Source: an optimization exercise on an open RTL-to-GDS flow (aim: small area). Production flows keep margins and buffers that such runs may drop. The RTL was checked by simulation tests, not by an equivalence proof against the original design. Power figures rest on the tool's default switching activity, not on a simulated workload. No driver is modelled on the clock port, so clocking that relies on it looks cheaper here than on a real chip.

Setup of v10:
Design fprint_unit, start of the top module:
module fprint_unit #(
	parameter int ram_addr_width = 4
) (
	input  logic                              clk,
	input  logic                              reset,
	input  logic [fprint_pkg::addr_width-1:0] address,
	input  logic                              write,
	input  logic [fprint_pkg::data_width-1:0] writedata,
	output logic                              waitrequest,
	output logic                              mismatch,
	output logic [fprint_pkg::task_width-1:0] mismatch_task,
	output logic                              verified,
	output logic [fprint_pkg::task_width-1:0] verified_task
);
Size: ~1400 cells after synthesis, about 640 flip-flops, ~54 I/O pins, about 18000 µm² of cells after synthesis.
clock: 5.0 ns
lec_check: 0
cap_margin: 20
core_margin: 2
core_utilization: 40
place_density: 0.8
slew_margin: 20
standard.sh (not shown) runs the stock make flow with config.mk's settings and CLKGATE_MAP_FILE= SYNTH_SCRIPT=/design/flow/synth_recipe.tcl, a recipe that flattens the netlist after the stock synthesis.
==> flow/flow/run.sh <==
#!/bin/bash
# Standard ORFS layout with three changes:
#  - synthesis is the standard flow's script with an area-oriented ABC mapping script
#    (flow/area_synth.tcl, flow/area.abc);
#  - the port buffers are the smallest buffer cell;
#  - clock tree synthesis clusters 33 sinks per leaf buffer and adds no dummy
#    loads.
# Runs in the standard flow's work folder. Each tool run's full output goes to a log here:
# synth.log (synthesis) and standard.log (the rest); ORFS's per-step logs stay
# under orfs/logs.
set -euo pipefail
W=$PWD
export FLOW_WORK=$W
export AREA_ABC_SCRIPT=$W/flow/area.abc
export BUFFER_PORTS_ARGS="-buffer_cell sky130_fd_sc_hd__buf_1"
export CTS_ARGS="-sink_clustering_enable -repair_clock_nets -sink_clustering_size 33 -sink_clustering_max_diameter 100 -dont_use_dummy_load"
# standard.sh with our synthesis script in place of synth_recipe.tcl
sed "s#SYNTH_SCRIPT=[^ ]*synth_recipe.tcl#SYNTH_SCRIPT=$W/flow/area_synth.tcl#" standard.sh > area_standard.sh
grep -q "SYNTH_SCRIPT=$W/flow/area_synth.tcl" area_standard.sh
bash area_standard.sh synth > synth.log 2>&1
bash standard.sh finish > standard.log 2>&1
==> flow/flow/area.abc <==
&get -n
&st
&syn2
&dch -f
&nf -a -R 1000
&put
==> flow/flow/area_synth.tcl <==
# The standard flow's synthesis script (synth_recipe.tcl, sourced unchanged), except that
# the ABC technology-mapping step runs flow/area.abc, an area-oriented script,
# in place of ORFS's speed script. Registers are mapped before ABC runs, so
# they come out as in the standard synthesis.
proc abc {args} {
  set keep {}
  set skip 0
  foreach a $args {
    if {$skip} { set skip 0; continue }
    if {$a in {-script -D -constr}} { set skip 1; continue }
    lappend keep $a
  }
  yosys abc -script $::env(AREA_ABC_SCRIPT) {*}$keep
}
source $::env(FLOW_WORK)/synth_recipe.tcl
Both conditions hold for v10: the flow ran to the end and the final layout passed the timing, design-rule and antenna checks.
Inputs modified between v10 and v30:
- a change of CORE_UTILIZATION from 40 to 65
==> summary.txt <==
- Between v10 and v30, worst vdd rail ir drop decreased.
- v30 vs. v10: via count of the first global-routing pass went up by 145.
- Between v10 and v30, total power is lower for v30, v10 comes in above that.
- Power share of the sequential group, v10 and v30, higher one = v30.
Changes in v5 relative to v30:
- changing CORE_UTILIZATION from 65 to 40
--- a/flow/flow/run.sh
+++ b/flow/flow/run.sh
@@ -4,5 +4,5 @@
 #    (flow/area_synth.tcl, flow/area.abc);
 #  - the port buffers are the smallest buffer cell;
-#  - clock tree synthesis clusters 33 sinks per leaf buffer and adds no dummy
+#  - clock tree synthesis clusters 30 sinks per leaf buffer and adds no dummy
 #    loads.
 # Runs in the standard flow's work folder. Each tool run's full output goes to a log here:
@@ -14,5 +14,5 @@
 export AREA_ABC_SCRIPT=$W/flow/area.abc
 export BUFFER_PORTS_ARGS="-buffer_cell sky130_fd_sc_hd__buf_1"
-export CTS_ARGS="-sink_clustering_enable -repair_clock_nets -sink_clustering_size 33 -sink_clustering_max_diameter 100 -dont_use_dummy_load"
+export CTS_ARGS="-sink_clustering_enable -repair_clock_nets -sink_clustering_size 30 -sink_clustering_max_diameter 100 -dont_use_dummy_load"
 # standard.sh with our synthesis script in place of synth_recipe.tcl
 sed "s#SYNTH_SCRIPT=[^ ]*synth_recipe.tcl#SYNTH_SCRIPT=$W/flow/area_synth.tcl#" standard.sh > area_standard.sh
==> comparison <==
- v5 finished every step from synthesis to the final layout, and the layout passed the timing, design-rule and antenna checks.
- Changes observed in v5 relative to v30: total track usage down 8.6 points, post-layout net count +7, non-clock buffer count climbed 8.5%, worst hold slack across all endpoints now sits lower, total die area higher.

* * *

## run A
Another version of the RTL of fprint_unit (not shown whole).
Size in the first run: about 18000 sq um of cells after synthesis.
Settings: LEC_CHECK=0, CAP_MARGIN=20, CORE_MARGIN=2, CORE_UTILIZATION=40, SLEW_MARGIN=20; clock period 5.0 ns.
==> flow/flow/run.sh <==
#!/bin/bash
# Standard ORFS layout with three changes:
#  - synthesis is the standard flow's script with an area-oriented ABC mapping script
#    (flow/area_synth.tcl, flow/area.abc);
#  - the port buffers are the smallest buffer cell;
#  - clock tree synthesis clusters 30 sinks per leaf buffer and adds no dummy
#    loads.
# Runs in the standard flow's work folder. Each tool run's full output goes to a log here:
# synth.log (synthesis) and standard.log (the rest); ORFS's per-step logs stay
# under orfs/logs.
set -euo pipefail
W=$PWD
export FLOW_WORK=$W
export AREA_ABC_SCRIPT=$W/flow/area.abc
export BUFFER_PORTS_ARGS="-buffer_cell sky130_fd_sc_hd__buf_1"
export CTS_ARGS="-sink_clustering_enable -repair_clock_nets -sink_clustering_size 30 -sink_clustering_max_diameter 100 -dont_use_dummy_load"
# standard.sh with our synthesis script in place of synth_recipe.tcl
sed "s#SYNTH_SCRIPT=[^ ]*synth_recipe.tcl#SYNTH_SCRIPT=$W/flow/area_synth.tcl#" standard.sh > area_standard.sh
grep -q "SYNTH_SCRIPT=$W/flow/area_synth.tcl" area_standard.sh
bash area_standard.sh synth > synth.log 2>&1
bash standard.sh finish > standard.log 2>&1
Scripts as last shown in full above: flow/flow/area.abc, flow/flow/area_synth.tcl
Input changes introduced in run B (baseline for comparison: run A):
Settings: PLACE_DENSITY newly set to 0.8.
Comparing run A against run B, there is no change at all in area of the mapped netlist.
Of run B and run A, the run reporting the higher count of buffers not belonging to the clock network in the layout was run A.
Switching power of the nets ended up 0.000032 W lower on run B than on run A.
Per the comparison of run B with run A, fraction of area in registers held, clock power share saw a decrease, core area held.

* * *

## oak
Another version of the RTL of fprint_unit (not shown whole).
Size in the first run: ~1400 cells after synthesis, ~18000 um^2 of cells after synthesis.
clock: 5.0 ns
lec_check: 0
cap_margin: 20
core_margin: 2
core_utilization: 40
cts_cluster_diameter: 100
cts_cluster_size: 20
slew_margin: 20
run.sh (not shown) runs the stock make flow with config.mk's settings and CLKGATE_MAP_FILE= SYNTH_SCRIPT=/design/flow/synth_recipe.tcl, a recipe that flattens the netlist after the stock synthesis.
Stock flow here: none of the scripts above is used.
Input changes introduced in pine (baseline for comparison: oak):
Settings: a deleted CTS_CLUSTER_DIAMETER that had been 100; a deleted CTS_CLUSTER_SIZE that had been 20.
==> flow/flow/run.sh (new file) <==
#!/bin/bash
# Standard ORFS layout with two changes: the port buffers are the smallest
# buffer cell, and clock tree synthesis clusters 25 sinks per leaf buffer and
# adds no dummy loads. Runs in the standard flow's work folder; the full tool output goes
# to standard.log there (ORFS's per-step logs stay under orfs/logs).
set -euo pipefail
export BUFFER_PORTS_ARGS="-buffer_cell sky130_fd_sc_hd__buf_1"
export CTS_ARGS="-sink_clustering_enable -repair_clock_nets -sink_clustering_size 25 -sink_clustering_max_diameter 100 -dont_use_dummy_load"
bash standard.sh finish > standard.log 2>&1
==> flow/standard.sh (new file) <==
#!/bin/bash
# synth_recipe.tcl (not shown) runs the flow's synth.tcl, then flattens the netlist and writes it again
# the make line also repeats each setting of config.mk as NAME=value (left out here)
make -C /OpenROAD-flow-scripts/flow DESIGN_CONFIG=/design/flow/config.mk WORK_HOME=/design/flow/orfs CLKGATE_MAP_FILE= SYNTH_SCRIPT=/design/flow/synth_recipe.tcl "${@:-finish}"
removed: flow/run.sh
==> summary.txt <==
- Fraction of power consumed by sequential logic: oak and pine compared, higher one is pine
- [compare] base=oak new=pine: critical path depth fell 1; via count fell 224.
Relative to pine, the following input files were edited for birch:
==> flow/flow/run.sh <==
#!/bin/bash
# Standard ORFS layout with three changes:
#  - synthesis is the standard flow's script with an area-oriented ABC mapping script
#    (flow/area_synth.tcl, flow/area.abc);
#  - the port buffers are the smallest buffer cell;
#  - clock tree synthesis clusters 30 sinks per leaf buffer and adds no dummy
#    loads.
# Runs in the standard flow's work folder. Each tool run's full output goes to a log here:
# synth.log (synthesis) and standard.log (the rest); ORFS's per-step logs stay
# under orfs/logs.
set -euo pipefail
W=$PWD
export FLOW_WORK=$W
export AREA_ABC_SCRIPT=$W/flow/area.abc
export BUFFER_PORTS_ARGS="-buffer_cell sky130_fd_sc_hd__buf_1"
export CTS_ARGS="-sink_clustering_enable -repair_clock_nets -sink_clustering_size 30 -sink_clustering_max_diameter 100 -dont_use_dummy_load"
# standard.sh with our synthesis script in place of synth_recipe.tcl
sed "s#SYNTH_SCRIPT=[^ ]*synth_recipe.tcl#SYNTH_SCRIPT=$W/flow/area_synth.tcl#" standard.sh > area_standard.sh
grep -q "SYNTH_SCRIPT=$W/flow/area_synth.tcl" area_standard.sh
bash area_standard.sh synth > synth.log 2>&1
bash standard.sh finish > standard.log 2>&1
==> flow/flow/area.abc (new file) <==
&get -n
&st
&syn2
&dch -f
&nf -a -R 1000
&put
==> flow/flow/area_synth.tcl (new file) <==
# The standard flow's synthesis script (synth_recipe.tcl, sourced unchanged), except that
# the ABC technology-mapping step runs flow/area.abc, an area-oriented script,
# in place of ORFS's speed script. Registers are mapped before ABC runs, so
# they come out as in the standard synthesis.
proc abc {args} {
  set keep {}
  set skip 0
  foreach a $args {
    if {$skip} { set skip 0; continue }
    if {$a in {-script -D -constr}} { set skip 1; continue }
    lappend keep $a
  }
  yosys abc -script $::env(AREA_ABC_SCRIPT) {*}$keep
}
source $::env(FLOW_WORK)/synth_recipe.tcl
### Flow results
When birch is set beside pine, its biggest cell delay along the critical path turns out to be 0.04 ns smaller. In the tables for pine and birch, number of placement rows reads higher with pine. Comparing pine and birch, worst IR drop on VDD is higher on pine. Final worst-path cycle share in birch is 0.56 points higher than in pine.

## afterwards: timing with drivers on the ports
The results above use ideal ports. As a check the final layouts listed here were re-extracted and re-timed, cells and wires unchanged.
Step 1 (the two cells are an assumption about what drives the block):
set clk [get_ports {clk}]
set_driving_cell -lib_cell sky130_fd_sc_hd__clkbuf_16 $clk
set_driving_cell -lib_cell sky130_fd_sc_hd__buf_2 [delete_from_list [all_inputs] $clk]
Step 2 moves the port delays by t, midway between the first and last clock arrival at a register: inputs arrive t later, outputs are due t later. That takes back most of the time a late clock gives input paths.
Slacks: no drivers / after step 1 / after step 2; pairs: no drivers / after step 1.
run	shift t [ns]	setup slack, ns	worst setup path at the end	slew at the worst register clock pin (ns)	worst data-port slew with drivers (ns)
v10	0.607	0.960 / 0.960 / 0.379	input to register	0.12 / 0.12	0.06
v30	0.585	0.883 / 0.906 / 0.321	input to register	0.12 / 0.12	0.04
v5	0.607	0.969 / 0.990 / 0.385	input to register	0.11 / 0.11	0.06
run A	0.597	0.959 / 0.994 / 0.398	input to register	0.12 / 0.12	0.06
run B	0.591	0.906 / 0.933 / 0.342	input to register	0.11 / 0.11	0.08
oak	0.611	0.794 / 0.819 / 0.208	input to register	0.09 / 0.09	0.06
pine	0.627	1.010 / 1.038 / 0.411	input to register	0.10 / 0.10	0.05
birch	0.609	0.982 / 1.012 / 0.403	input to register	0.11 / 0.11	0.04
After both steps setup and hold are still met in every run listed. The setup slack of pine, which loses most, moves by +0.028 ns with the drivers and by -0.599 ns with both steps.
